This design comes from an exercise in tuning for small area and a short achievable clock period on the open sky130 flow, not from production work.
RTL that was checked went through simulation tests only; none was proved equivalent to the original.
Only the layout flow was run in runs 2 to 5; the RTL was not checked for function there.
Power figures rest on the tool's default switching activity, not on a simulated workload.

===== design/flow/config.mk =====
export PLATFORM = sky130hd
export DESIGN_NAME = program_mem
export DESIGN_NICKNAME = program_mem
export VERILOG_FILES = /design/flow/design.v
export SDC_FILE = /design/flow/constraint.sdc
export NUM_CORES = 4
export LEC_CHECK = 0
export CAP_MARGIN = 20
export CORE_MARGIN = 2
export CORE_UTILIZATION = 50
export CTS_CLUSTER_DIAMETER = 80
export CTS_CLUSTER_SIZE = 30
export SETUP_SLACK_MARGIN = 1.0
export SLEW_MARGIN = 20
export SYNTH_HIERARCHICAL = 1

===== design/flow/constraint.sdc =====
create_clock -name core_clock -period 3.0 [get_ports {clk}]
set_input_delay 0.6000 -clock core_clock [delete_from_list [all_inputs] [get_ports {clk}]]
set_output_delay 0.6000 -clock core_clock [all_outputs]
set_load 0.01 [all_outputs]

===== design/flow/design.v =====
module program_mem #(
  parameter int ADDR_W = 16,
  parameter int DATA_W = 8,
  parameter int DEPTH  = 256,
  parameter int CNT_W  = $clog2(DEPTH) + 1
) (
  input  logic              clk,
  input  logic              rst_n,
  input  logic              load_start,
  input  logic              load_valid,
  input  logic [DATA_W-1:0] load_data,
  input  logic              load_last,
  output logic              load_ready,
  output logic              load_done,
  output logic              load_ovf,
  output logic [CNT_W-1:0]  load_count,
  input  logic              fetch_req,
  input  logic [ADDR_W-1:0] fetch_addr,
  output logic              fetch_ready,
  output logic              fetch_valid,
  output logic [DATA_W-1:0] fetch_data,
  output logic              fetch_err
);
  logic              st_load;
  logic              st_run;
  logic [7:0]        wr_ptr;
  logic [7:0]        mem [256];
  logic              xfer;
  logic              ptr_at_end;
  logic              load_end;
  logic              start_load;
  logic              fetch_acc;
  logic              in_range;
  logic [15:0]       hi_n;
  logic [255:0]      sel;
  logic [7:0]        rd_a;
  logic [7:0]        rd_b;
  assign xfer       = load_valid && st_load;
  assign ptr_at_end = &wr_ptr;
  assign load_end   = xfer && (load_last || ptr_at_end);
  assign start_load = load_start && !st_load;
  assign fetch_acc  = fetch_req && st_run;
  assign in_range   = ~|fetch_addr[15:8];
  assign load_ready  = st_load;
  assign fetch_ready = st_run;
  always_ff @(posedge clk or negedge rst_n) begin
    if (!rst_n) begin
      st_load    <= 1'b0;
      st_run     <= 1'b0;
      wr_ptr     <= '0;
      load_count <= '0;
      load_ovf   <= 1'b0;
      load_done  <= 1'b0;
    end else begin
      load_done <= load_end;
      if (st_load) begin
        st_load <= !load_end;
        st_run  <= load_end;
      end else if (load_start) begin
        st_load <= 1'b1;
        st_run  <= 1'b0;
      end
      if (start_load) begin
        wr_ptr     <= '0;
        load_count <= '0;
        load_ovf   <= 1'b0;
      end else if (xfer) begin
        wr_ptr <= wr_ptr + 1'b1;
        if (!load_count[8]) load_count <= load_count + 1'b1;
        if (!load_last && ptr_at_end) load_ovf <= 1'b1;
      end
    end
  end
  always_ff @(posedge clk) begin
    if (xfer) mem[wr_ptr] <= load_data;
  end
  pm_predec u_hi (.a(fetch_addr[7:4]), .y_n(hi_n));
  for (genvar h = 0; h < 16; h++) begin : g_grp
    pm_gdec u_gdec (.a(fetch_addr[3:0]), .g_n(hi_n[h]), .sel(sel[16*h +: 16]));
  end
  for (genvar b = 0; b < 8; b++) begin : g_bit
    logic [255:0] col;
    for (genvar i = 0; i < 256; i++) begin : g_col
      assign col[i] = mem[i][b];
    end
    pm_or256 u_or (.sel(sel), .d(col), .y_a(rd_a[b]), .y_b(rd_b[b]));
  end
  always_ff @(posedge clk or negedge rst_n) begin
    if (!rst_n) begin
      fetch_valid <= 1'b0;
      fetch_data  <= '0;
      fetch_err   <= 1'b0;
    end else begin
      fetch_valid <= fetch_acc;
      if (fetch_acc) begin
        fetch_data <= (rd_a | rd_b) & {8{in_range}};
        fetch_err  <= !in_range;
      end
    end
  end
endmodule
module pm_gdec (
  input  logic [3:0]  a,
  input  logic        g_n,
  output logic [15:0] sel
);
  logic [15:0] lo_n;
  pm_predec u_lo (.a(a), .y_n(lo_n));
  for (genvar i = 0; i < 16; i++) begin : g_sel
    pm_nor2 u_sel (.a(lo_n[i]), .b(g_n), .y(sel[i]));
  end
endmodule
module pm_predec (
  input  logic [3:0]  a,
  output logic [15:0] y_n
);
  always_comb begin
    for (int i = 0; i < 16; i++) y_n[i] = (a != 4'(i));
  end
endmodule
module pm_or256 (
  input  logic [255:0] sel,
  input  logic [255:0] d,
  output logic         y_a,
  output logic         y_b
);
  logic [31:0]  t2;   
  logic [15:0]  t3;   
  logic [7:0]   t4;   
  logic [3:0]   t5;   
  for (genvar i = 0; i < 32; i++) begin : g_l2
    pm_or8 u (.sel(sel[8*i +: 8]), .d(d[8*i +: 8]), .y(t2[i]));
  end
  for (genvar i = 0; i < 16; i++) begin : g_l3
    pm_nor2 u (.a(t2[2*i]), .b(t2[2*i+1]), .y(t3[i]));
  end
  for (genvar i = 0; i < 8; i++) begin : g_l4
    pm_nand2 u (.a(t3[2*i]), .b(t3[2*i+1]), .y(t4[i]));
  end
  for (genvar i = 0; i < 4; i++) begin : g_l5
    pm_nor2 u (.a(t4[2*i]), .b(t4[2*i+1]), .y(t5[i]));
  end
  pm_nand2 u_a (.a(t5[0]), .b(t5[1]), .y(y_a));
  pm_nand2 u_b (.a(t5[2]), .b(t5[3]), .y(y_b));
endmodule
module pm_or8 (
  input  logic [7:0] sel,
  input  logic [7:0] d,
  output logic       y
);
  logic [3:0] t;
  for (genvar i = 0; i < 4; i++) begin : g_t
    assign t[i] = !((sel[2*i] && d[2*i]) || (sel[2*i+1] && d[2*i+1]));
  end
  assign y = !(&t);
endmodule
module pm_nand2 (
  input  logic a, b,
  output logic y
);
  assign y = !(a && b);
endmodule
module pm_nor2 (
  input  logic a, b,
  output logic y
);
  assign y = !(a || b);
endmodule

===== design/flow/run.sh =====
#!/bin/bash
# synth_recipe.tcl (not shown) runs the flow's synth.tcl, then flattens the netlist and writes it again
# the make line also repeats each setting of config.mk as NAME=value (left out here)
make -C /OpenROAD-flow-scripts/flow DESIGN_CONFIG=/design/flow/config.mk WORK_HOME=/design/flow/orfs CLKGATE_MAP_FILE= SYNTH_SCRIPT=/design/flow/synth_recipe.tcl finish

==> results of run 1 <==
==> layer usage <==
| layer | track usage, % | routed length (um) | vias up |
|---|---|---|---|
| li1 | - | - | 21041 |
| met1 | 39.4 | 93400 | 24854 |
| met5 | 0 | 0 | - |
| met3 | 3.82 | 19300 | 256 |
| met4 | 7.70 | 6180 | 0 |
| met2 | 44.0 | 108000 | 2273 |
==> worst max-delay path, delay by kind of cell <==
family | cells | cell delay [ns]
buffers and inverters | 6 | 0.85
AO/OA/AOI/OAI | 2 | 0.37
AND/OR/NAND/NOR | 8 | 1.20
==> area by class of cell <==
cell class | count | area share (%)
inverter | 6 | 0.0237
timing repair buffer | 834 | 8.97
multi-input combinational | 2467 | 19.1
sequential | 2079 | 65.6
tap | 2058 | 2.71
clock inverter | 66 | 0.977
antenna | 2 | 0.00527
clock buffer | 106 | 2.68
==> Yosys stat by module (local to each module, per instance), a selection <==
module       times used  flip-flops and latches  cells
program_mem           1                    2079   2550
pm_predec            17                       0     20
pm_or8              256                       0      5
pm_nand2             80                       0      1
pm_nor2             416                       0      1
==> stage by stage <==
step                      worst slack [ns]  power [W]  utilization, %  hold WS, ns  cells
final                                0.586     0.0522            60.8        0.173   7618
after detailed placement             -1.16     0.0352            55.6        0.488   7294
after global placement               -1.17     0.0352            55.6        0.471   7294
after floorplan                      0.639     0.0335               -        0.304   4666
after global routing                 0.548     0.0536            60.8        0.158   7616
after CTS                            0.732     0.0520            59.6      0.00135   7545
==> repair_timing <==
item / in CTS / in global routing
resized for setup: 622 / 278
hold buffers: 0 / 1
endpoints found under the hold margin: 0 / 31
setup endpoints to repair: 1274 / 1902
pin swaps: 135 / 106
cloned: 15 / 13
buffers inserted: 64 / 57
==> where the power goes <==
part	total, W	internal (W)	leakage, nW	switching [W]
combinational	0.00324	0.00111	9.21	0.00214
clock	0.0169	0.00718	1.68	0.00971
sequential	0.0321	0.0320	18.8	0.0000885
==> sequential cells by signal (all words and copies together) (netlist names) <==
| name | count |
|---|---|
| mem | 2048 |
| st_run | 1 |
| load_done | 1 |
| load_ovf | 1 |
| fetch_data | 8 |
| load_count | 9 |
| st_load | 1 |
| fetch_valid | 1 |
| fetch_err | 1 |
| wr_ptr | 8 |
==> how the worst max path moves through the flow <==
stage,startpoint,endpoint,slack [ns],cells past startpoint
after floorplan,fetch_addr[6],fetch_data[0],0.64,11
after global routing,fetch_addr[6],fetch_data[3],0.55,16
after global placement,fetch_addr[4],fetch_data[4],-1.17,14
final,fetch_addr[6],fetch_data[3],0.59,16
after CTS,fetch_addr[5],fetch_data[4],0.73,16
after detailed placement,fetch_addr[4],fetch_data[4],-1.16,14
==> placed cells by master, fill, tap and decap left out, types with 98 or more instances in the layout <==
| cell | instances |
|---|---|
| nor2_4 | 114 |
| nand4bb_1 | 98 |
| a22oi_2 | 119 |
| a22oi_1 | 905 |
| nand4_1 | 279 |
| clkbuf_16 | 114 |
| buf_4 | 596 |
| edfxtp_1 | 2048 |
| nor2_2 | 150 |
| nor2_1 | 422 |
==> cells by family after synthesis <==
group / after synthesis / synth area share (%)
fa+ha+maj: 5 / 0.0795
mux: 2 / 0.0254
buf+inv: 120 / 0.814
simple gates: 1401 / 9.93
flops: 2079 / 79.1
compound gates: 1058 / 10.0
xor+xnor: 1 / 0.0111
==> reports/qor.yml, run 1 <==
cells_and_area:
  regArea_um2: 62300
  multi_input_area_um2: 18100
  nFillCells: 11537
  syn2layout_area_growth_pct: 20.7
  finalInstanceArea_um2: 95000
  drive_above_1_share_pct: 27.2
  fin_nets: 5522
timing:
  hold_viol: 0
  worstMarginPinSlew_ns: 0.748
  rsz0062_at_grt: "yes"
  finalSetupTns_ns: 0
  fmax_ghz: 0.414
  fin_crit_sh_pct: 80.5
  setup_viol: 0
  skew_ns: 0.0426
  period_needed_ns: 2.41
  relSlewSlack_pct: 50.1
  finalMaxSlewViolations: 0
global_routing:
  grt-ovfl-total: 0
  first_global_vias: 46456
  grt_max_degree: 89
  grt_pass1_wl_mm: 321
  grtUsageTotal_pct: 27.3
  antenna_found_initial: 5
route:
  vias: 48424
  wire_per_inst_um: 29.8
  drc: 0
  wl_mm: 227
  vias_per_cell: 6.36
  drt_iter0_drc: 6181
  drtAntennaViolNets: 0
  firstDrtPassIters: 12
logic_synthesis:
  yosysMostFrequentCell: "edfxtp_1"
  syn_area_per_cell_um2: 16.9
  synth-seq-cells: 2079
  synth.area.top_cells: "edfxtp_1 (78%), a22oi_1 (9.8%), nor2_1 (3.3%), nand4_1 (2.2%), nand4bb_1 (1.5%)"
  synth_edf_count: 2048
  synth_area_um2: 78700
  ys_seq_area_share_pct: 79.1
  netlist_top_cells_count: "edfxtp_1 (2048), a22oi_1 (1024), nor2_1 (686)"
  synthesis.instances: 4666
  yosysUniqueCellTypes: 43
  synth_ff_type: "edfxtp_1"
  yosys.area.top_type_share_pct: 78.1
  synthArstFlopShare_pct: 1.49
  yosys.area.top_type: "edfxtp_1"
  synth-warning-count: 8
  synth_fp_nets: 4701
min_path:
  hp-start: "load_data[0]"
  hold_class: "input pin to flop"
  hold_end: "mem[99][0]"
  holdPathStages: 1
die:
  start_util_pct: 50.3
  io_pins: 53
  die_w_um: 401
  rows: 145
  design.die.area_um2: 161000
  core_area_um2: 156000
  die_h_um: 401
run:
  maxCapViolCount: 0
critical_path:
  crit_slowest_cell: "a22oi_1"
  r2r-start: "wr_ptr[0]"
  crit_path_start_kind: "input pin"
  crit_top_cell: "buf_12"
  cpPeakStageDelay_ns: 0.30
  end_kind: "flop"
  cp_cell_sequence: "clkbuf_4 -> buf_8 -> nand4b_1 -> buf_12 -> buf_12 -> buf_4 -> buf_12 -> nor2_4 -> a22oi_1 -> nand4_1 -> nor2_2 -> nand2_4 -> nor2_2 -> nand2_4 -> nor2_4 -> o21ai_1"
  reg2reg_depth: 8
  r2r_slack_ns: 0.96
  worstPathMaxFanout: 11
  r2r-end: "mem[232][1]"
  required_ns: 3.66
  cp.arrival_ns: 3.07
  path_class: "input pin to flop"
clock_network:
  clkLatencyLatePin_ns: 0.78
  root_buffer: "clkbuf_16"
  clockBufferDepth: 3
  cts-buffers-inserted: 99
  cts_tree: "yes"
  htreeDepth: 3
  cts_sinks: 2079
  path_clk_slew_ns: 0.10
pwr:
  ir_drop_v: 0.000575
  leakagePower_nw: 29.7
  power.density_nw_per_um2: 549
place:
  place_area_um2: 86900
  hpwlAfterDp_mm: 143
  gp_congestion: 0.908
  io_buffers: 52
outcome:
  status: "no timing/DRC/antenna violations"
==> run 2, diff against run 1 <==
--- a/design/flow/design.v
+++ b/design/flow/design.v
@@ -106,6 +106,16 @@
 );
-  logic [15:0] lo_n;
-  pm_predec u_lo (.a(a), .y_n(lo_n));
+  logic [3:0] p_n;
+  logic [3:0] q_n;
+  pm_dec2n u_p (.a(a[1:0]), .y_n(p_n));
+  pm_dec2n u_q (.a(a[3:2]), .y_n(q_n));
   for (genvar i = 0; i < 16; i++) begin : g_sel
-    pm_nor2 u_sel (.a(lo_n[i]), .b(g_n), .y(sel[i]));
+    pm_nor3 u_sel (.a(p_n[i % 4]), .b(q_n[i / 4]), .c(g_n), .y(sel[i]));
+  end
+endmodule
+module pm_dec2n (
+  input  logic [1:0] a,
+  output logic [3:0] y_n
+);
+  always_comb begin
+    for (int i = 0; i < 4; i++) y_n[i] = (a != 2'(i));
   end
@@ -168 +178,7 @@
 endmodule
+module pm_nor3 (
+  input  logic a, b, c,
+  output logic y
+);
+  assign y = !(a || b || c);
+endmodule
--- a/design/flow/config.mk
+++ b/design/flow/config.mk
@@ -9,6 +9,6 @@
 export CORE_MARGIN = 2
-export CORE_UTILIZATION = 50
+export CORE_UTILIZATION = 55
 export CTS_CLUSTER_DIAMETER = 80
 export CTS_CLUSTER_SIZE = 30
-export SETUP_SLACK_MARGIN = 1.0
+export SETUP_SLACK_MARGIN = 0.9
 export SLEW_MARGIN = 20
==> run 2 against run 1 <==
Net effect:
- critical path depth decreased by 1
- still clean on timing, DRC and antenna
- clock power decreased by 6%
- count of clock-buffer cells in the layout increased by 10
- via count decreased by 3.1%
- wire length decreased by 5.1%
- clock skew decreased by 0.0069 ns
- non-clock buffer count increased by 107
- sequential power about the same
- worst hold slack improved by 0.061 ns
- sequential cell count unchanged
- die area decreased by 9.8%
- synthesized area decreased by 0.84%
==> reports/qor.yml, run 2 <==
outcome:
  status: "no timing/DRC/antenna violations"
clock_network:
  path_clk_slew_ns: 0.11
  cts-buffers-inserted: 94
  htreeDepth: 3
  cts_tree: "yes"
  cts_sinks: 2079
  clockBufferDepth: 3
  root_buffer: "clkbuf_16"
  clkLatencyLatePin_ns: 0.76
timing:
  fmax_ghz: 0.416
  holdWs_ns: 0.234
  fin_crit_sh_pct: 80.2
  setup_viol: 0
  finalMaxSlewViolations: 0
  hold_viol: 0
  relSlewSlack_pct: 52.7
  worstMarginPinSlew_ns: 0.709
  skew_ns: 0.0357
  rsz0062_at_grt: "yes"
  period_needed_ns: 2.41
critical_path:
  r2r_slack_ns: 0.95
  end_kind: "flop"
  path_class: "input pin to flop"
  path_buf_inv: 5
  crit_family: "simple AND/OR/NAND/NOR gates"
  required_ns: 3.63
  r2r-end: "mem[27][0]"
  cpPeakStageDelay_ns: 0.25
  crit_path_start_kind: "input pin"
  cp.arrival_ns: 3.04
  reg2reg_depth: 7
  r2r-start: "wr_ptr[0]"
  crit_top_cell: "buf_4"
  worstPathMaxFanout: 20
  cp_cell_sequence: "buf_4 -> buf_16 -> buf_4 -> nand2b_2 -> nor3_2 -> buf_4 -> buf_4 -> a22oi_1 -> nand4_1 -> nor2_1 -> nand2_1 -> nor2_4 -> nand2_4 -> nor2_4 -> o21ai_1"
  crit_slowest_cell: "a22oi_1"
logic_synthesis:
  netlist_top_cells_count: "edfxtp_1 (2048), a22oi_1 (1024), nor2_1 (430)"
  synth-warning-count: 9
  yosysUniqueCellTypes: 45
  synth_area_um2: 78100
  synth_ff_type: "edfxtp_1"
  synthArstFlopShare_pct: 1.49
  ys_seq_area_share_pct: 79.8
  synth.area.top_cells: "edfxtp_1 (79%), a22oi_1 (9.8%), nor3_2 (3.3%), nand4_1 (2.1%), nor2_1 (2.1%)"
  synth-seq-cells: 2079
  synth_edf_count: 2048
  yosys.area.top_type_share_pct: 78.8
  yosys.area.top_type: "edfxtp_1"
  synth_fp_nets: 4509
  yosysMostFrequentCell: "edfxtp_1"
  syn_area_per_cell_um2: 17.5
  synthesis.instances: 4474
die:
  rows: 138
  start_util_pct: 55.3
  io_pins: 53
  design.die.area_um2: 145000
  core_area_um2: 141000
  die_h_um: 381
  die_w_um: 381
min_path:
  hp-start: "load_data[0]"
  hold_end: "mem[81][0]"
  holdPathStages: 1
  hold_class: "input pin to flop"
pwr:
  sequentialPowerShare_pct: 63.1
  p_int_w: 0.0394
  leakagePower_nw: 30.6
  power_switching_w: 0.0114
  ir_drop_v: 0.000511
  swShare_pct: 22.5
  power.density_nw_per_um2: 541
  pwr-share-clk_pct: 31.3
  p_comb_share_pct: 5.7
cells_and_area:
  finalInstanceArea_um2: 94000
  syn2layout_area_growth_pct: 20.4
  nFillCells: 9825
  fin_nets: 5497
  top_regs: "mem: 2048 flops, load_count: 9 flops"
  layout_common_cells: "edfxtp_1 (2048), a22oi_1 (932), buf_4 (756)"
  top_register: "mem"
  layout_commonest_cell: "edfxtp_1"
  drive_above_1_share_pct: 29.3
  largest_reg_flops: 2048
place:
  hpwlAfterDp_mm: 140
  gp_congestion: 0.895
  place_area_um2: 87700
  io_buffers: 52
global_routing:
  antenna_found_initial: 14
  grt_pass1_wl_mm: 311
  grtUsageTotal_pct: 29.6
  first_global_vias: 45738
  grt-ovfl-total: 0
  grt_max_degree: 93
route:
  firstDrtPassIters: 6
  drc: 0
  drtAntennaViolNets: 0
  wire_per_inst_um: 29.0
  vias: 46911
  vias_per_cell: 6.32
  drt_iter0_drc: 5664
  wl_mm: 216
run:
  maxCapViolCount: 0
[run 2: cell types whose count changed after synthesis, sizes merged, moves of 48 or more]
cell / before / now
clkbuf: 54 / 6
nand2b: 1 / 65
nand4b: 69 / 5
nand4bb: 102 / 6
nor2: 686 / 430
nor3: 0 / 256
or4b: 68 / 4
[run 2: final cells by class]
cell class	count	area, um^2	area share, %
Clock inverter	50	717	0.762
Multi-Input combinational cell	2340	17400	18.5
Timing Repair Buffer	941	8780	9.34
Sequential cell	2079	62300	66.2
Tap cell	1890	2360	2.51
Inverter	6	22.5	0.0239
Clock buffer	116	2470	2.63
Antenna cell	5	12.5	0.0133
[run 2: Yosys stat by module (local to each module, per instance), excerpt]
| module | area [um^2] | times used | flip-flops and latches | cells inside |
|---|---|---|---|---|
| pm_dec2n | 22.5 | 32 | 0 | 4 |
| pm_nand2 | 3.75 | 80 | 0 | 1 |
| pm_nor2 | 3.75 | 160 | 0 | 1 |
| pm_nor3 | 10.0 | 256 | 0 | 1 |
| pm_or8 | 36.3 | 256 | 0 | 5 |
| pm_predec | 186 | 1 | 0 | 20 |
| program_mem | 64400 | 1 | 2079 | 2550 |
[run 2: kinds of logic (layout without fill, tap and decap cells)]
logic type | Yosys count | in the layout | share of synthesized area (%)
AND/OR/NAND/NOR | 1273 | 1274 | 9.63
buffers and inverters | 56 | 1113 | 0.359
XOR/XNOR | 1 | 1 | 0.0112
other | 0 | 5 | 0
multiplexers | 2 | 2 | 0.0256
adder cells (fa/ha/maj) | 5 | 5 | 0.0801
AO/OA/AOI/OAI | 1058 | 1058 | 10.1
flip-flops | 2079 | 2079 | 79.8
[run 2: per-layer routing]
layer	share of wire (%)	vias up	track usage (%)
met2	48	2033	47.1
met3	8.0	307	4.15
met1	41	23948	42.7
li1	-	20623	-
met5	0	-	0
met4	3.4	0	9.15
[run 2: repair_timing]
action                     in CTS  in global routing
gates resized for setup       448                148
pin swaps                     120                 70
hold endpoints to repair        0                 13
buffers inserted               42                 11
cloned                         18                  2
hold buffers                    0                  1
setup endpoints to repair     807                908
[run 2: how the worst max path moves through the flow]
stage                  start            end  slack [ns]  depth (start not counted)
2_1_floorplan  fetch_addr[6]  fetch_data[0]        0.30                         11
3_3_place_gp   fetch_addr[7]  fetch_data[3]       -1.02                         17
3_5_place_dp   fetch_addr[7]  fetch_data[4]       -1.14                         16
4_1_cts        fetch_addr[7]  fetch_data[4]        0.66                         17
5_1_grt        fetch_addr[1]  fetch_data[7]        0.57                         14
6_report       fetch_addr[1]  fetch_data[1]        0.59                         15
[run 2: through the flow]
stage	setup TNS, ns	worst slack [ns]	std cells	total power [W]	util, %
final	0	0.595	7427	0.0508	66.6
after global routing	0	0.575	7422	0.0521	66.6
after CTS	0	0.665	7407	0.0509	66.0
after detailed placement	-7.65	-1.14	7181	0.0351	62.1
after global placement	-7.56	-1.02	7181	0.0351	62.1
after floorplan	0	0.299	4474	0.0335	-
[run 2: power by group through the flow]
stage	combinational (W)	sequential, W	clock, W
finish	0.00288	0.0321	0.0159
global route	0.00302	0.0321	0.0170
floorplan	0.000732	0.0327	0
detailed placement	0.00239	0.0327	0
CTS	0.00274	0.0320	0.0161
global placement	0.00235	0.0327	0
==> run 3, diff against run 2 <==
--- a/design/flow/design.v
+++ b/design/flow/design.v
@@ -33,3 +33,2 @@
   logic              in_range;
-  logic [15:0]       hi_n;
   logic [255:0]      sel;
@@ -43,4 +42,21 @@
   assign in_range   = ~|fetch_addr[15:8];
-  assign load_ready  = st_load;
-  assign fetch_ready = st_run;
+  logic              rdy_load;
+  logic              rdy_run;
+  logic              rdy_load_d;
+  logic              rdy_run_d;
+  pm_fsm_next u_rdy_next (
+    .st_load(st_load), .st_run(st_run), .load_start(load_start),
+    .load_end(load_end), .st_load_d(rdy_load_d), .st_run_d(rdy_run_d)
+  );
+  always_ff @(posedge clk or negedge rst_n) begin
+    if (!rst_n) begin
+      rdy_load <= 1'b0;
+      rdy_run  <= 1'b0;
+    end else begin
+      rdy_load <= rdy_load_d;
+      rdy_run  <= rdy_run_d;
+    end
+  end
+  assign load_ready  = rdy_load;
+  assign fetch_ready = rdy_run;
   always_ff @(posedge clk or negedge rst_n) begin
@@ -76,5 +92,9 @@
   end
-  pm_predec u_hi (.a(fetch_addr[7:4]), .y_n(hi_n));
+  logic [3:0]        dec_r;
+  logic [3:0]        dec_s;
+  pm_dec2 u_r (.a(fetch_addr[5:4]), .y(dec_r));
+  pm_dec2 u_s (.a(fetch_addr[7:6]), .y(dec_s));
   for (genvar h = 0; h < 16; h++) begin : g_grp
-    pm_gdec u_gdec (.a(fetch_addr[3:0]), .g_n(hi_n[h]), .sel(sel[16*h +: 16]));
+    pm_gdec u_gdec (.a(fetch_addr[3:0]), .r(dec_r[h % 4]), .s(dec_s[h / 4]),
+                    .sel(sel[16*h +: 16]));
   end
@@ -101,9 +121,23 @@
 endmodule
+module pm_fsm_next (
+  input  logic st_load,
+  input  logic st_run,
+  input  logic load_start,
+  input  logic load_end,
+  output logic st_load_d,
+  output logic st_run_d
+);
+  assign st_load_d = st_load ? !load_end : load_start;
+  assign st_run_d  = st_load ? load_end : (st_run && !load_start);
+endmodule
 module pm_gdec (
   input  logic [3:0]  a,
-  input  logic        g_n,
+  input  logic        r,
+  input  logic        s,
   output logic [15:0] sel
 );
+  logic       g_n;
   logic [3:0] p_n;
   logic [3:0] q_n;
+  pm_nand2 u_g (.a(r), .b(s), .y(g_n));
   pm_dec2n u_p (.a(a[1:0]), .y_n(p_n));
@@ -114,2 +148,10 @@
 endmodule
+module pm_dec2 (
+  input  logic [1:0] a,
+  output logic [3:0] y
+);
+  always_comb begin
+    for (int i = 0; i < 4; i++) y[i] = (a == 2'(i));
+  end
+endmodule
 module pm_dec2n (
@@ -120,10 +162,2 @@
     for (int i = 0; i < 4; i++) y_n[i] = (a != 2'(i));
-  end
-endmodule
-module pm_predec (
-  input  logic [3:0]  a,
-  output logic [15:0] y_n
-);
-  always_comb begin
-    for (int i = 0; i < 16; i++) y_n[i] = (a != 4'(i));
   end
==> run 3 against run 2 <==
Net effect:
- total power is 0.46% higher
- clock power hardly changed
- largest power group unchanged
- highest routed layer is now met5
- first-iteration DRC count down 0.74%
- combinational power increased by 4%
- sequential power is essentially flat
- still clean
- sequential cell count grew 2
==> reports/qor.yml, run 3 <==
timing:
  finalMaxSlewViolations: 0
  period_needed_ns: 2.35
  rsz0062_at_grt: "yes"
  relSlewSlack_pct: 32.5
  worstMarginPinSlew_ns: 1.01
  hold_viol: 0
  skew_ns: 0.0258
  holdWs_ns: 0.219
  fmax_ghz: 0.426
  setup_viol: 0
  worst_slack_ns: 0.655
  fin_crit_sh_pct: 78.2
clock_network:
  path_clk_slew_ns: 0.11
  cts-buffers-inserted: 95
  cts_sinks: 2081
  root_buffer: "clkbuf_16"
  clkLatencyLatePin_ns: 0.75
  clockBufferDepth: 3
  cts_tree: "yes"
  htreeDepth: 3
global_routing:
  grt_max_degree: 87
  antenna_found_initial: 6
  grt-ovfl-total: 0
  grt_pass1_wl_mm: 314
  grtUsageTotal_pct: 29.7
  first_global_vias: 45606
critical_path:
  path_class: "input pin to flop"
  end_kind: "flop"
  cp_cell_sequence: "buf_8 -> buf_8 -> and2b_4 -> nand2_8 -> buf_4 -> nor3_2 -> buf_4 -> a22oi_1 -> nand4_1 -> nor2_4 -> nand2_4 -> nor2_2 -> nand2_2 -> nor2_4 -> o21ai_2"
  crit_family: "simple AND/OR/NAND/NOR gates"
  worstPathMaxFanout: 8
  required_ns: 3.60
  crit_path_start_kind: "input pin"
  cp.arrival_ns: 2.95
  reg2reg_depth: 8
  path_buf_inv: 4
  cp_num_cells: 15
  cpPeakStageDelay_ns: 0.36
  crit_slowest_cell: "nand4_1"
  r2r_slack_ns: 0.92
  r2r-start: "mem[123][2]"
  r2r-end: "fetch_data[2]"
logic_synthesis:
  synth_top_family_by_area: "compound AO/OA/AOI/OAI gates"
  synth-simple-area-share_pct: 9.57
  synth_mux_area_share_pct: 0.0256
  yosys.area.top_type_share_pct: 78.8
  yosysUniqueCellTypes: 45
  synth-seq-cells: 2081
  yosys.area.top_type: "edfxtp_1"
  syn_area_per_cell_um2: 17.4
  netlist_top_cells_count: "edfxtp_1 (2048), a22oi_1 (1024), nor2_1 (432)"
  synth_xor_xnor_area_share_pct: 0.0112
  synth_compound_area_share_pct: 10.2
  synth_ff_type: "edfxtp_1"
  synth_fp_nets: 4524
  synthArstFlopShare_pct: 1.59
  synth_edf_count: 2048
  synthesis.instances: 4489
  synth_area_um2: 78100
  synthAdderAreaFrac_pct: 0.0801
  synth-warning-count: 9
  synth.area.top_cells: "edfxtp_1 (79%), a22oi_1 (9.8%), nor3_2 (3.3%), nand4_1 (2.1%), nor2_1 (2.1%)"
  yosysMostFrequentCell: "edfxtp_1"
  ys_seq_area_share_pct: 79.8
route:
  vias: 46894
  firstDrtPassIters: 5
  wl_mm: 216
  vias_per_cell: 6.31
  drtAntennaViolNets: 0
  wire_per_inst_um: 29.1
  drc: 0
  drt_iter0_drc: 5622
cells_and_area:
  drive_above_1_share_pct: 30.2
  top_register: "mem"
  largest_reg_flops: 2048
  fin_nets: 5508
  layout_common_cells: "edfxtp_1 (2048), a22oi_1 (938), buf_4 (726)"
  final_cells: 7437
  syn2layout_area_growth_pct: 21.4
  layout_commonest_cell: "edfxtp_1"
  top_regs: "mem: 2048 flops, load_count: 9 flops"
die:
  die_h_um: 381
  rows: 138
  die_w_um: 381
  design.die.area_um2: 145000
  io_pins: 53
  start_util_pct: 55.3
  core_area_um2: 141000
place:
  hpwlAfterDp_mm: 143
  dp.cells: 7192
  io_buffers: 52
  place_ws_ns: -1.03
  gp_congestion: 0.885
pwr:
  ir_drop_v: 0.000519
  leakagePower_nw: 30.8
  power.density_nw_per_um2: 539
  finalPower_w: 0.0511
outcome:
  status: "no timing/DRC/antenna violations"
min_path:
  hold_end: "mem[171][7]"
  hold_class: "input pin to flop"
  hp-start: "load_data[7]"
  holdPathStages: 1
run:
  maxCapViolCount: 0
[run 3: cell types whose count changed after synthesis, moves of 3 or more]
cell / previous run / this run
buf_2: 40 / 27
nor2b_1: 5 / 10
nand4b_1: 5 / 2
nand4bb_1: 6 / 1
nand2_1: 156 / 170
and2b_1: 5 / 1
or4b_1: 3 / 0
and2_1: 3 / 0
inv_1: 6 / 9
clkbuf_1: 5 / 17
[run 3: worst max-delay path by stage]
stage                   from            end  slack, ns
5_1_grt        fetch_addr[5]  fetch_data[4]       0.63
4_1_cts        fetch_addr[6]  fetch_data[4]       0.70
2_1_floorplan     load_valid    mem[192][0]       0.84
3_3_place_gp   fetch_addr[4]  fetch_data[2]      -1.06
3_5_place_dp   fetch_addr[4]  fetch_data[4]      -1.03
6_report       fetch_addr[5]  fetch_data[4]       0.65
[run 3: final cells by class]
| type | instances | area (um^2) |
|---|---|---|
| Timing Repair Buffer | 932 | 8870 |
| Tap cell | 1890 | 2360 |
| Inverter | 9 | 33.8 |
| Clock buffer | 115 | 2570 |
| Antenna cell | 5 | 12.5 |
| Fill cell | 9763 | 46400 |
| Sequential cell | 2081 | 62300 |
| Multi-Input combinational cell | 2354 | 18000 |
| Clock inverter | 51 | 627 |
[run 3: cell families (layout without fill, tap and decap cells)]
kind of cell             after synthesis  after routing
other                                  0              5
adder cells (fa/ha/maj)                5              5
AO/OA/AOI/OAI                       1061           1061
AND/OR/NAND/NOR                     1282           1285
XOR/XNOR                               1              1
buffers and inverters                 57           1107
flip-flops                          2081           2081
multiplexers                           2              2
[run 3: per-layer routing]
layer	vias to the layer above	routed length [um]	GRT usage, %
li1	20649	-	-
met1	24078	90200	44.1
met2	1914	103000	46.7
met3	251	17200	3.86
met4	2	6090	8.65
met5	-	13	0
[run 3: stage by stage]
step	TNS [ns]	utilization, %	cell area (um^2)
finish	0	67.1	94800
global route	0	67.1	94800
CTS	0	66.7	94200
detailed placement	-7.58	62.9	88800
global placement	-7.68	62.9	88800
floorplan	0	-	78800
[run 3: modules after synthesis (local to each module, per instance), a selection]
module | cell area [um^2] | cells inside | copies in the design | flip-flops and latches
pm_dec2n | 22.5 | 4 | 32 | 0
pm_fsm_next | 32.5 | 5 | 1 | 0
pm_nand2 | 3.75 | 1 | 96 | 0
pm_or8 | 36.3 | 5 | 256 | 0
pm_nor3 | 10.0 | 1 | 256 | 0
program_mem | 64500 | 2556 | 1 | 2081
pm_dec2 | 26.3 | 4 | 2 | 0
pm_nor2 | 3.75 | 1 | 160 | 0
[run 3: repair_timing]
item,4_1_cts,5_1_grt
pin swaps,125,73
buffers inserted,50,17
endpoints found under the setup margin,789,594
resized for setup,465,122
hold endpoints to repair,22,0
hold buffers,1,0
gates cloned,6,0
[run 3: power breakdown]
part	switching (W)	total (W)	leakage (nW)	internal, W
combinational	0.00205	0.00299	10.4	0.000940
sequential	0.0000863	0.0321	18.8	0.0320
clock	0.00943	0.0160	1.54	0.00656
[run 3: worst register-to-register path, stage by stage, from the launching register on]
cell and delay [ns]:
edfxtp_1 0.39, a22oi_1 0.25, nand4_1 0.27, nor2_1 0.23
nand2_1 0.27, nor2_1 0.27, nand2_1 0.08, nor2_1 0.11
o21ai_1 0.07
==> run 4, diff against run 3 <==
--- a/design/flow/config.mk
+++ b/design/flow/config.mk
@@ -9,5 +9,6 @@
 export CORE_MARGIN = 2
-export CORE_UTILIZATION = 55
+export CORE_UTILIZATION = 62
 export CTS_CLUSTER_DIAMETER = 80
 export CTS_CLUSTER_SIZE = 30
+export PLACE_DENSITY = 0.72
 export SETUP_SLACK_MARGIN = 0.9
==> run 4 against run 3 <==
Net effect:
- clock skew up 0.012 ns
- via count up 2.5%
- core utilization up 7.3 points
- first-iteration DRC count up 48%
- register-to-register slack about the same
- sequential share of layout area up 1.1 points
- largest power group unchanged
- critical endpoint is now fetch_data[5]
- largest cell class unchanged
- die area down 11%
- cell area down 1.7%
- wire length down 1.5%
- still clean on timing, DRC and antenna
==> reports/qor.yml, run 4 <==
outcome:
  status: "no timing/DRC/antenna violations"
min_path:
  hold_class: "input pin to flop"
  holdPathStages: 1
cells_and_area:
  multi_input_area_um2: 18300
  top_register: "mem"
  top_regs: "mem: 2048 flops, load_count: 9 flops"
  fin_nets: 5395
  regArea_um2: 62300
  largest_reg_flops: 2048
  drive_above_1_share_pct: 28.7
  syn2layout_area_growth_pct: 19.4
  nFillCells: 7327
  layout_common_cells: "edfxtp_1 (2048), a22oi_1 (899), buf_4 (652)"
  layout_commonest_cell: "edfxtp_1"
  utilization_pct: 74.4
  n_antenna_cell: 0
timing:
  skew_ns: 0.0375
  holdWs_ns: 0.142
  worst_slack_ns: 0.635
  period_needed_ns: 2.36
  setup_viol: 0
  finalMaxSlewViolations: 0
  finalSetupTns_ns: 0
  relSlewSlack_pct: 36.3
  worstMarginPinSlew_ns: 0.955
  rsz0062_at_grt: "yes"
  fin_crit_sh_pct: 78.8
  fmax_ghz: 0.423
  hold_viol: 0
clock_network:
  cts_tree: "yes"
  path_clk_slew_ns: 0.11
  root_buffer: "clkbuf_16"
  htreeDepth: 3
  clockBufferDepth: 3
  cts-buffers-inserted: 83
  clkLatencyLatePin_ns: 0.74
  cts_sinks: 2081
run:
  maxCapViolCount: 0
die:
  design.die.area_um2: 129000
  rows: 130
  die_h_um: 359
  io_pins: 53
  start_util_pct: 62.3
  die_w_um: 359
  core_area_um2: 125000
global_routing:
  grt_max_degree: 97
  antenna_found_initial: 9
  first_global_vias: 46222
  grt-ovfl-total: 0
  grt_pass1_wl_mm: 308
  grtUsageTotal_pct: 32.7
logic_synthesis:
  yosysUniqueCellTypes: 45
  synth_area_um2: 78100
  synth_edf_count: 2048
  ys_seq_area_share_pct: 79.8
  synth_ff_type: "edfxtp_1"
  yosys.area.top_type_share_pct: 78.8
  yosysMostFrequentCell: "edfxtp_1"
  syn_area_per_cell_um2: 17.4
  synth-seq-cells: 2081
  synthesis.instances: 4489
  yosys.area.top_type: "edfxtp_1"
  synth_fp_nets: 4524
  netlist_top_cells_count: "edfxtp_1 (2048), a22oi_1 (1024), nor2_1 (432)"
  synth.area.top_cells: "edfxtp_1 (79%), a22oi_1 (9.8%), nor3_2 (3.3%), nand4_1 (2.1%), nor2_1 (2.1%)"
  synthArstFlopShare_pct: 1.59
  synth-warning-count: 9
pwr:
  swShare_pct: 21.6
  p_int_w: 0.0387
  sequentialPowerShare_pct: 65.1
  leakagePower_nw: 30.1
  p_comb_share_pct: 6.0
  ir_drop_v: 0.000608
  power_switching_w: 0.0106
  power.density_nw_per_um2: 529
  finalPower_w: 0.0493
  pwr-share-clk_pct: 28.9
route:
  wire_per_inst_um: 30.2
  wl_mm: 213
  vias: 48077
  firstDrtPassIters: 8
  drc: 0
  drtAntennaViolNets: 0
  drt_iter0_drc: 8317
  vias_per_cell: 6.82
critical_path:
  worstPathMaxFanout: 9
  crit_path_start_kind: "input pin"
  path_class: "input pin to flop"
  required_ns: 3.59
  cp_cell_sequence: "buf_16 -> bufbuf_16 -> nand2_1 -> nor3_2 -> buf_4 -> a22oi_1 -> nand4_1 -> nor2_1 -> nand2_1 -> nor2_1 -> buf_4 -> nand2_1 -> nor2_1 -> o21ai_1"
  crit_slowest_cell: "nor2_1"
  cpPeakStageDelay_ns: 0.36
  reg2reg_depth: 5
  cp.arrival_ns: 2.96
  end_kind: "flop"
place:
  io_buffers: 52
  gp_congestion: 0.920
  place_ws_ns: -0.923
  hpwlAfterDp_mm: 137
-- run 4: through the flow --
step,instance area (um^2),instances
after floorplan,78800,4489
after global placement,87300,6836
after global routing,93200,7054
after detailed placement,87300,6836
after CTS,92700,7048
final,93200,7054
-- run 4: worst paths after layout --
check / from / to / slack [ns]
setup / recovery: fetch_addr[2] / fetch_data[5] / 0.64
hold / removal: load_data[2] / mem[202][2] / 0.14
setup reg to reg: wr_ptr[5] / mem[239][7] / 0.92
hold reg to reg: fetch_err / fetch_err / 0.50
max in group asynchronous: rst_n / fetch_data[5] / 2.06
min in group asynchronous: rst_n / load_count[8] / 0.41
-- run 4: worst max-delay path: cells and delay by family --
family          cells  cell delay, ns
compound gates      2            0.35
buf+inv             4            0.73
simple gates        8            1.23
-- run 4: cell families (layout without fill, tap and decap cells) --
group,Yosys count,after routing,synth area share [%]
adder cells (fa/ha/maj),5,5,0.0801
flip-flops,2081,2081,79.8
buffers and inverters,57,970,0.335
AO/OA/AOI/OAI,1061,1061,10.2
XOR/XNOR,1,1,0.0112
AND/OR/NAND/NOR,1282,1284,9.57
multiplexers,2,2,0.0256
-- run 4: area by class of cell --
cell class,count,share of cell area (%)
clock buffers,114,2.49
clock inverters,15,0.240
inverters,9,0.0362
multi-input cells,2353,19.6
flip-flops and latches,2081,66.9
well taps,1650,2.22
repair buffers,832,8.48
-- run 4: power by group through the flow --
stage,combinational (W),clock [W],sequential [W]
2_1_floorplan,0.000789,0,0.0327
3_3_place_gp,0.00238,0,0.0327
3_5_place_dp,0.00243,0,0.0328
4_1_cts,0.00277,0.0143,0.0321
5_1_grt,0.00304,0.0152,0.0321
6_report,0.00293,0.0143,0.0321
-- run 4: metal layers --
layer | up-vias | part of all wire (%) | GRT usage [%]
met4 | 4 | 3.9 | 11.5
met3 | 391 | 11 | 4.95
met2 | 3049 | 47 | 51.4
met1 | 24257 | 38 | 47.7
li1 | 20376 | - | -
met5 | - | 0.014 | 0
-- run 4: timing repair --
item,4_1_cts,5_1_grt
buffers inserted,73,4
resized for setup,527,96
endpoints found under the hold margin,0,33
setup endpoints to repair,953,1135
hold buffers,0,1
gates cloned,10,1
pin swaps,205,66
-- run 4: per-module statistics from Yosys (local to each module, per instance), excerpt --
module	cells inside	flip-flops and latches	copies in the design	cell area (um^2)
pm_dec2	4	0	2	26.3
pm_nor3	1	0	256	10.0
pm_nand2	1	0	96	3.75
pm_fsm_next	5	0	1	32.5
pm_dec2n	4	0	32	22.5
program_mem	2556	2081	1	64500
pm_or8	5	0	256	36.3
==> run 5, diff against run 4 <==
--- a/design/flow/design.v
+++ b/design/flow/design.v
@@ -33,3 +33,4 @@
   logic              in_range;
-  logic [255:0]      sel;
+  logic [255:0]      sel;      
+  logic [255:0]      sel_b;    
   logic [7:0]        rd_a;
@@ -98,3 +99,3 @@
     pm_gdec u_gdec (.a(fetch_addr[3:0]), .r(dec_r[h % 4]), .s(dec_s[h / 4]),
-                    .sel(sel[16*h +: 16]));
+                    .sel_a(sel[16*h +: 16]), .sel_b(sel_b[16*h +: 16]));
   end
@@ -105,3 +106,3 @@
     end
-    pm_or256 u_or (.sel(sel), .d(col), .y_a(rd_a[b]), .y_b(rd_b[b]));
+    pm_or256 u_or (.sel(b < 4 ? sel : sel_b), .d(col), .y_a(rd_a[b]), .y_b(rd_b[b]));
   end
@@ -136,3 +137,4 @@
   input  logic        s,
-  output logic [15:0] sel
+  output logic [15:0] sel_a,
+  output logic [15:0] sel_b
 );
@@ -145,3 +147,4 @@
   for (genvar i = 0; i < 16; i++) begin : g_sel
-    pm_nor3 u_sel (.a(p_n[i % 4]), .b(q_n[i / 4]), .c(g_n), .y(sel[i]));
+    pm_nor3 u_sel_a (.a(p_n[i % 4]), .b(q_n[i / 4]), .c(g_n), .y(sel_a[i]));
+    pm_nor3 u_sel_b (.a(p_n[i % 4]), .b(q_n[i / 4]), .c(g_n), .y(sel_b[i]));
   end
--- a/design/flow/config.mk
+++ b/design/flow/config.mk
@@ -9,7 +9,6 @@
 export CORE_MARGIN = 2
-export CORE_UTILIZATION = 62
+export CORE_UTILIZATION = 55
 export CTS_CLUSTER_DIAMETER = 80
 export CTS_CLUSTER_SIZE = 30
-export PLACE_DENSITY = 0.72
-export SETUP_SLACK_MARGIN = 0.9
+export SETUP_SLACK_MARGIN = 1.0
 export SLEW_MARGIN = 20
==> run 5 against run 4 <==
Net effect:
- wire length up 4.6%
- via count up 2.3%
- worst hold slack better by 0.12 ns
- die area up 16%
- global-route usage down 3.6 points
- setup slack better by 0.059 ns
==> reports/qor.yml, run 5 <==
logic_synthesis:
  yosys.area.top_type: "edfxtp_1"
  netlist_top_cells_count: "edfxtp_1 (2048), a22oi_1 (1024), nor3_2 (512)"
  synth-seq-cells: 2081
  synthArstFlopShare_pct: 1.59
  ys_seq_area_share_pct: 77.3
  yosysMostFrequentCell: "edfxtp_1"
  synth.area.top_cells: "edfxtp_1 (76%), a22oi_1 (9.5%), nor3_2 (6.4%), nand4_1 (2.0%), nor2_1 (2.0%)"
  synth-warning-count: 9
  yosys.area.top_type_share_pct: 76.3
  synth_ff_type: "edfxtp_1"
  synth_area_um2: 80600
  synth_fp_nets: 4780
  syn_area_per_cell_um2: 17.0
  synth_edf_count: 2048
  synthesis.instances: 4745
  yosysUniqueCellTypes: 45
timing:
  period_needed_ns: 2.31
  fin_crit_sh_pct: 76.9
  rsz0062_at_grt: "yes"
  fmax_ghz: 0.434
  hold_viol: 0
  holdWs_ns: 0.257
  finalSetupTns_ns: 0
  skew_ns: 0.0423
  worstMarginPinSlew_ns: 0.990
  relSlewSlack_pct: 34.0
  setup_viol: 0
  finalMaxSlewViolations: 0
  worst_slack_ns: 0.694
place:
  hpwlAfterDp_mm: 147
  place_ws_ns: -0.833
  gp_congestion: 0.872
  io_buffers: 52
  place_area_um2: 92000
route:
  routed-wl-met3_mm: 15.3
  dr_wl_met2_mm: 108
  drtAntennaViolNets: 0
  drt_iter0_drc: 5524
  wire_per_inst_um: 28.7
  firstDrtPassIters: 6
  wl_met1_mm: 93.2
  drc: 0
  vias_per_cell: 6.34
  wl_mm: 223
  vias: 49200
  top_layer_used: "met4"
clock_network:
  root_buffer: "clkbuf_16"
  cts-buffers-inserted: 95
  clockBufferDepth: 3
  path_clk_slew_ns: 0.11
  clkLatencyLatePin_ns: 0.77
  cts_tree: "yes"
  htreeDepth: 3
  cts_sinks: 2081
critical_path:
  reg2reg_depth: 5
  required_ns: 3.66
  crit_path_start_kind: "input pin"
  path_class: "input pin to flop"
  cp.arrival_ns: 2.97
  worstPathMaxFanout: 8
  end_kind: "flop"
global_routing:
  grt_max_degree: 83
  grtUsageTotal_pct: 29.2
  grt_pass1_wl_mm: 321
  grt-ovfl-total: 0
  antenna_found_initial: 6
  first_global_vias: 48251
die:
  design.die.area_um2: 150000
  die_h_um: 387
  io_pins: 53
  rows: 140
  start_util_pct: 55.4
  die_w_um: 387
  core_area_um2: 146000
cells_and_area:
  top_regs: "mem: 2048 flops, load_count: 9 flops"
  fin_nets: 5807
  drive_above_1_share_pct: 34.5
  layout_common_cells: "edfxtp_1 (2048), a22oi_1 (959), buf_4 (725)"
  largest_reg_flops: 2048
  finalInstanceArea_um2: 98100
  syn2layout_area_growth_pct: 21.7
  layout_commonest_cell: "edfxtp_1"
  top_register: "mem"
  nFillCells: 9972
run:
  maxCapViolCount: 0
pwr:
  power.density_nw_per_um2: 527
  ir_drop_v: 0.000482
  leakagePower_nw: 30.5
min_path:
  holdPathStages: 1
  hold_class: "input pin to flop"
outcome:
  status: "no timing/DRC/antenna violations"
## run 5: changes by cell type after synthesis
cell / delta
nor3_2: +256
## run 5: what timing repair did
action	in CTS	in global routing
endpoints found under the hold margin	33	0
setup endpoints to repair	1897	954
setup buffers	55	14
pin swaps	175	61
gates resized for setup	488	89
hold buffers	1	0
gates cloned	17	4
## run 5: layout make-up
cell class / instances / area [um^2] / share of cell area (%)
well taps: 1917 / 2400 / 2.44
repair buffers: 968 / 9540 / 9.72
clock inverters: 56 / 782 / 0.797
inverters: 9 / 33.8 / 0.0344
clock buffers: 108 / 2460 / 2.50
multi-input cells: 2617 / 20600 / 21.0
flip-flops and latches: 2081 / 62300 / 63.5
diodes: 2 / 5.00 / 0.00510
## run 5: layer usage
metal	vias to the layer above	track usage, %
met5	-	0
met2	1860	48.0
met3	232	3.06
met4	0	7.86
met1	25296	42.1
li1	21812	-
## run 5: cell families after synthesis
kind of cell               after synthesis  synth area share (%)
adders and majority gates                5                0.0776
buffers and inverters                   57                 0.324
DFF                                   2081                  77.3
muxes                                    2                0.0248
and+or+nand+nor                       1538                  12.4
AOI/OAI and AO/OA                     1061                  9.84
xor gates and xnor gates                 1                0.0109
## run 5: critical path, stage by stage
cell and delay, ns:
buf_6 0.18, buf_12 0.20, buf_6 0.16, or2_1 0.18, buf_12 0.13, nor3_2 0.06, buf_4 0.13, a22oi_1 0.23
nand4_1 0.23, nor2_1 0.19, nand2_1 0.10, nor2_4 0.22, nand2_4 0.12, nor2_2 0.12, o21ai_1 0.07
## run 5: final timing paths
| check | startpoint | to | slack [ns] |
|---|---|---|---|
| max reg2reg | wr_ptr[0] | mem[122][2] | 1.00 |
| min reg2reg | fetch_data[5] | fetch_data[5] | 0.50 |
| min | load_data[1] | mem[2][1] | 0.26 |
| max in group asynchronous | rst_n | wr_ptr[3] | 1.75 |
| max | fetch_addr[3] | fetch_data[3] | 0.69 |
| min in group asynchronous | rst_n | load_count[7] | 0.52 |
## run 5: power breakdown
| part | switching (W) | internal (W) |
|---|---|---|
| clock | 0.00947 | 0.00661 |
| sequential | 0.0000820 | 0.0320 |
| combinational | 0.00240 | 0.00119 |
| total | 0.0120 | 0.0398 |
## run 5: Yosys stat by module, one instance, submodules excluded, a selection
| module | cells | cell area (um^2) |
|---|---|---|
| pm_dec2 | 4 | 26.3 |
| pm_dec2n | 4 | 22.5 |
| pm_fsm_next | 5 | 32.5 |
| pm_nand2 | 1 | 3.75 |
| pm_nor2 | 1 | 3.75 |
| pm_nor3 | 1 | 10.0 |
| pm_or8 | 5 | 36.3 |
| program_mem | 2556 | 64500 |
## run 5: stage by stage
| step | total power (W) | util (%) | cells |
|---|---|---|---|
| after floorplan | 0.0337 | - | 4745 |
| after global placement | 0.0358 | 63.2 | 7501 |
| after detailed placement | 0.0358 | 63.2 | 7501 |
| after CTS | 0.0518 | 67.0 | 7738 |
| after global routing | 0.0531 | 67.4 | 7756 |
| final | 0.0518 | 67.4 | 7758 |

==> afterwards: timing with drivers on the ports <==
The flow's constraints put no driver on any port. The routed layouts listed below were extracted and timed again, unchanged, in two steps. Step 1 assumes that a clkbuf_16 drives the clock port and a buf_2 every other input. Step 2 moves the port delays by t, midway between the first and last clock arrival at a register: inputs arrive t later, outputs are due t later. That takes back most of the time a late clock gives input paths. Three values: ideal ports, drivers, drivers and shift; two values: the first two.
run | shift t [ns] | setup slack, ns | worst setup path at the end | clock arrival spread, ns
run 1 | 0.839 | 0.586 / 0.475 / -0.363 | input to register | 0.049 / 0.049
run 2 | 0.832 | 0.595 / 0.648 / -0.184 | input to register | 0.035 / 0.036
run 3 | 0.821 | 0.655 / 0.694 / -0.127 | input to register | 0.033 / 0.033
run 4 | 0.796 | 0.635 / 0.643 / -0.153 | input to register | 0.046 / 0.047
run 5 | 0.829 | 0.694 / 0.738 / -0.091 | input to register | 0.048 / 0.048
Met with ideal ports but missed after step 2: setup timing in every run listed. For run 1, which loses most, drivers alone change the setup slack by -0.111 ns; drivers and shift together by -0.949 ns.
